This design comes from an exercise in tuning for small area, a short achievable clock period and few clock cycles on the open sky130 flow, not from production work.
At most, simulation tests tie the RTL to the original design; equivalence was not proved.
Power figures rest on the tool's default switching activity, not on a simulated workload.

Setup of v25:
==> module sha256_msg_padder, before the edit <==
module sha256_msg_padder #(
  parameter int LEN_W   = 64,
  parameter int TIMEOUT = 4096
) (
  input  logic                   Clk,
  input  logic                   Rst,
  input  logic [7:0]             i_Byte,
  input  logic                   i_fValid,
  input  logic                   i_fLast,
  output logic                   o_fReady,
  output logic [SHA_BLOCK_W-1:0] o_Data,
  output logic                   o_fStart,
  output logic                   o_fFirst,
  input  logic                   i_fDone,
  output logic                   o_fMsgDone,
  output logic                   o_fErr
);
  localparam int TMO_W  = $clog2(TIMEOUT) + 1;    
  localparam int HI_W   = LEN_W - 9;              
  localparam int CH_W   = 8;                      
  localparam int N_CH   = (HI_W + CH_W - 1) / CH_W;
  sha256_pkg::pad_phase_t ph_q, ph_d;
  logic              need80_q, need80_d;
  logic [5:0]        pos_q, pos_d;           
  logic              full_q, full_d;         
  logic              s_final_q, s_final_d;   
  logic              first_pend_q, first_pend_d;
  logic              ready_q, ready_d;       
  logic [5:0]        lo_q, lo_d;             
  logic [HI_W-1:0]   hi_q, hi_d;             
  logic [N_CH-1:0]   cy_q, cy_d;             
  logic              hi_ones_q;
  logic              live_q;                 
  logic              start_q, busy_q, out_q, out_d;    
  logic              r_first_q, r_final_q;
  logic [TMO_W-1:0]  tcnt_q, tcnt_d;
  logic              msgdone_q, err_q, err_d;
  logic              rdy, accept, shift, xfer, ack, tmo, flush, near_tmo, len_end, clr, inc;
  logic [7:0]        in_byte, len_byte;
  logic [63:0]       len_field;
  assign len_field = {hi_q, lo_q, 3'b000};
  assign len_byte  = len_field[63 - 8*pos_q[2:0] -: 8];
  sha256_blk_buf u_buf (
    .Clk     (Clk),
    .shift   (shift),
    .in_byte (in_byte),
    .load    (xfer),
    .rd_data (o_Data)
  );
  always_comb begin
    rdy      = live_q & (ph_q == PH_DATA) & ~full_q & ~(out_q & tcnt_q[TMO_W-1]);
    accept   = i_fValid & rdy;
    ack      = out_q & i_fDone;
    tmo      = out_q & ~i_fDone & tcnt_q[TMO_W-1];
    near_tmo = out_q & ~i_fDone & (tcnt_q == TMO_W'(TIMEOUT - 1));
    flush    = tmo & ~r_final_q;
    xfer     = full_q & (~busy_q | ack);
    shift    = (ph_q == PH_DATA) ? accept : ~full_q;
    len_end  = (ph_q == PH_LEN) & shift & (pos_q == 6'd63);
    clr      = flush | len_end | ~live_q;
    inc      = (ph_q == PH_DATA) & accept;
    case (ph_q)
      PH_DATA: in_byte = i_Byte;
      PH_PAD:  in_byte = need80_q ? PAD_BYTE : 8'h00;
      default: in_byte = len_byte;
    endcase
    ph_d     = ph_q;
    need80_d = need80_q;
    case (ph_q)
      PH_DATA: if (accept && i_fLast) begin
        ph_d     = PH_PAD;
        need80_d = 1'b1;
      end
      PH_PAD: if (shift) begin
        need80_d = 1'b0;
        if (pos_q == 6'(LEN_FIELD_OFS - 1)) ph_d = PH_LEN;
      end
      default: if (len_end) ph_d = PH_DATA;
    endcase
    pos_d        = shift ? pos_q + 6'd1 : pos_q;
    full_d       = (shift & (pos_q == 6'd63)) | (full_q & ~xfer);
    s_final_d    = len_end | (s_final_q & ~xfer);
    first_pend_d = xfer ? s_final_q : first_pend_q;
    if (flush) begin
      ph_d         = PH_DATA;
      need80_d     = 1'b0;
      pos_d        = '0;
      full_d       = 1'b0;
      s_final_d    = 1'b0;
      first_pend_d = 1'b1;
    end
    ready_d = (ph_d == PH_DATA) & ~full_d & ~near_tmo;
    lo_d = lo_q + 6'(inc);
    hi_d = hi_inc;
    cy_d = cy_nxt;
    if (clr) begin
      lo_d = '0;
      hi_d = '0;
      cy_d = '0;
    end
    out_d  = (busy_q & ~out_q) | (out_q & ~i_fDone & ~tcnt_q[TMO_W-1]);
    tcnt_d = xfer ? '0 : (out_q ? tcnt_q + TMO_W'(1) : tcnt_q);
    err_d  = err_q | tmo | (inc & (lo_q == 6'd63) & hi_ones_q);
  end
  logic [HI_W-1:0] hi_inc;
  logic [N_CH-1:0] cy_nxt;
  for (genvar c = 0; c < N_CH; c++) begin : g_hi
    localparam int W = (c == N_CH - 1) ? HI_W - CH_W * c : CH_W;
    logic cin;
    assign cin = cy_q[c];
    assign hi_inc[CH_W*c +: W] = hi_q[CH_W*c +: W] + W'(cin);
    if (c + 1 < N_CH) begin : g_cy
      assign cy_nxt[c + 1] = cin & (&hi_q[CH_W*c +: W]);
    end
  end
  assign cy_nxt[0] = inc & (lo_q == 6'd63);
  always_ff @(posedge Clk or posedge Rst) begin
    if (Rst) begin
      ph_q         <= PH_DATA;
      need80_q     <= 1'b0;
      pos_q        <= '0;
      full_q       <= 1'b0;
      s_final_q    <= 1'b0;
      first_pend_q <= 1'b1;
      ready_q      <= 1'b0;
      live_q       <= 1'b0;
      start_q      <= 1'b0;
      busy_q       <= 1'b0;
      out_q        <= 1'b0;
      msgdone_q    <= 1'b0;
      err_q        <= 1'b0;
    end else begin
      ph_q         <= ph_d;
      need80_q     <= need80_d;
      pos_q        <= pos_d;
      full_q       <= full_d;
      s_final_q    <= s_final_d;
      first_pend_q <= first_pend_d;
      ready_q      <= ready_d;
      live_q       <= 1'b1;
      start_q      <= xfer;
      busy_q       <= xfer | out_d;
      out_q        <= out_d;
      msgdone_q    <= ack & r_final_q;
      err_q        <= err_d;
    end
  end
  always_ff @(posedge Clk) begin
    lo_q      <= lo_d;
    hi_q      <= hi_d;
    cy_q      <= cy_d;
    hi_ones_q <= &hi_q;
  end
  always_ff @(posedge Clk) begin
    if (xfer) begin
      r_first_q <= first_pend_q;
      r_final_q <= s_final_q;
    end
    tcnt_q <= tcnt_d;
  end
  assign o_fReady   = ready_q;
  assign o_fStart   = start_q;
  assign o_fFirst   = r_first_q;
  assign o_fMsgDone = msgdone_q;
  assign o_fErr     = err_q;
endmodule
clock: 5.0 ns
lec_check: 0
cap_margin: 20
core_margin: 2
core_utilization: 40
cts_cluster_diameter: 150
cts_cluster_size: 30
setup_slack_margin: 2.8
slew_margin: 20
standard.sh (not shown) runs the stock make flow with config.mk's settings and CLKGATE_MAP_FILE= SYNTH_SCRIPT=/design/flow/synth_recipe.tcl, a recipe that flattens the netlist after the stock synthesis.
==> flow/flow/run.sh <==
#!/bin/bash
# Own layout flow: the standard layout with two changes:
# - the port buffers are sky130_fd_sc_hd__buf_2 (buffer_ports' default pick is
#   a delay cell, clkdlybuf4s50_1);
# - after global placement the output buffers, and the registers that drive
#   only them, are moved next to their pins (flow/obuf_near_driver.tcl).
set -euo pipefail
WORK=$(cd "$(dirname "$0")/.." && pwd)
cd "$WORK"
bash standard.sh "BUFFER_PORTS_ARGS=-buffer_cell sky130_fd_sc_hd__buf_2" \
  "POST_GLOBAL_PLACE_TCL=$WORK/flow/obuf_near_driver.tcl" \
  "POST_DETAIL_ROUTE_TCL=$WORK/flow/unfirm.tcl" finish \
  > "$WORK/standard_finish.log" 2>&1
Other scripts of this flow, unchanged in this note and not shown: flow/flow/obuf_near_driver.tcl, flow/flow/unfirm.tcl
In summary, v25 completed successfully, with a layout that passed the timing, design-rule and antenna checks.
Testbench counts of v25, summed over its fixed seeds: cycles 56,712.
#### Input delta (v35 over v25)
diff --git a/flow/design.v b/flow/design.v
--- a/flow/design.v
+++ b/flow/design.v
@@ -65,6 +65,7 @@
   logic              hi_ones_q;
   logic              live_q;                 
   logic              start_q, busy_q, out_q, out_d;    
+  logic              go_idle_q, go_ack_q, pad_go_q;
   logic              r_first_q, r_final_q;
   logic [TMO_W-1:0]  tcnt_q, tcnt_d;
   logic              msgdone_q, err_q, err_d;
@@ -87,8 +88,8 @@
     tmo      = out_q & ~i_fDone & tcnt_q[TMO_W-1];
     near_tmo = out_q & ~i_fDone & (tcnt_q == TMO_W'(TIMEOUT - 1));
     flush    = tmo & ~r_final_q;
-    xfer     = full_q & (~busy_q | ack);
-    shift    = (ph_q == PH_DATA) ? accept : ~full_q;
+    xfer     = go_idle_q | (go_ack_q & i_fDone);    
+    shift    = accept | pad_go_q;                    
     len_end  = (ph_q == PH_LEN) & shift & (pos_q == 6'd63);
     clr      = flush | len_end | ~live_q;
     inc      = (ph_q == PH_DATA) & accept;
@@ -159,6 +160,9 @@
       live_q       <= 1'b0;
       start_q      <= 1'b0;
       busy_q       <= 1'b0;
+      go_idle_q    <= 1'b0;
+      go_ack_q     <= 1'b0;
+      pad_go_q     <= 1'b0;
       out_q        <= 1'b0;
       msgdone_q    <= 1'b0;
       err_q        <= 1'b0;
@@ -173,6 +177,9 @@
       live_q       <= 1'b1;
       start_q      <= xfer;
       busy_q       <= xfer | out_d;
+      go_idle_q    <= full_d & ~(xfer | out_d);
+      go_ack_q     <= full_d & out_d;
+      pad_go_q     <= (ph_d != PH_DATA) & ~full_d;
       out_q        <= out_d;
       msgdone_q    <= ack & r_final_q;
       err_q        <= err_d;
==> comparison <==
Compared with v25, in v35 initial antenna violation count rose 1, number of instances resized during post-cts repair moved down, floorplan die area went up by 0.57%. From v25 to v35 the numbers moved as follows: worst hold slack went down; power went up about 10%. Between v25 and v35, the final critical-path setup slack figures differ only marginally. Taking v25 as the reference, in v35 number of tap cells added at floorplan did not really move, switching share of total power went up, final net count went down.
No functional check of the RTL was part of v35.

[separate check: timing with driven ports]
The results above use ideal ports. As a check the final layouts listed here were re-extracted and re-timed, cells and wires unchanged. Step 1 (the two cells are an assumption about what drives the block):
set clk [get_ports {Clk}]
set_driving_cell -lib_cell sky130_fd_sc_hd__clkbuf_16 $clk
set_driving_cell -lib_cell sky130_fd_sc_hd__buf_2 [delete_from_list [all_inputs] $clk]
Step 2 moves the port delays by t, midway between the first and last clock arrival at a register: inputs arrive t later, outputs are due t later. That takes back most of the time a late clock gives input paths. a / b / c = ideal / step 1 / step 2; a / b = the first two.
run	t, ns	slack for setup (ns)	slew at the worst register clock pin (ns)	worst slew at a driven data input, ns
v25	0.665	2.792 / 2.731 / 2.240	0.13 / 0.13	0.07
v35	0.653	2.791 / 2.737 / 2.180	0.12 / 0.12	0.09
After both steps every run listed still meets setup and hold. The setup slack of v35, which loses most, moves by -0.054 ns with the drivers and by -0.611 ns with both steps.
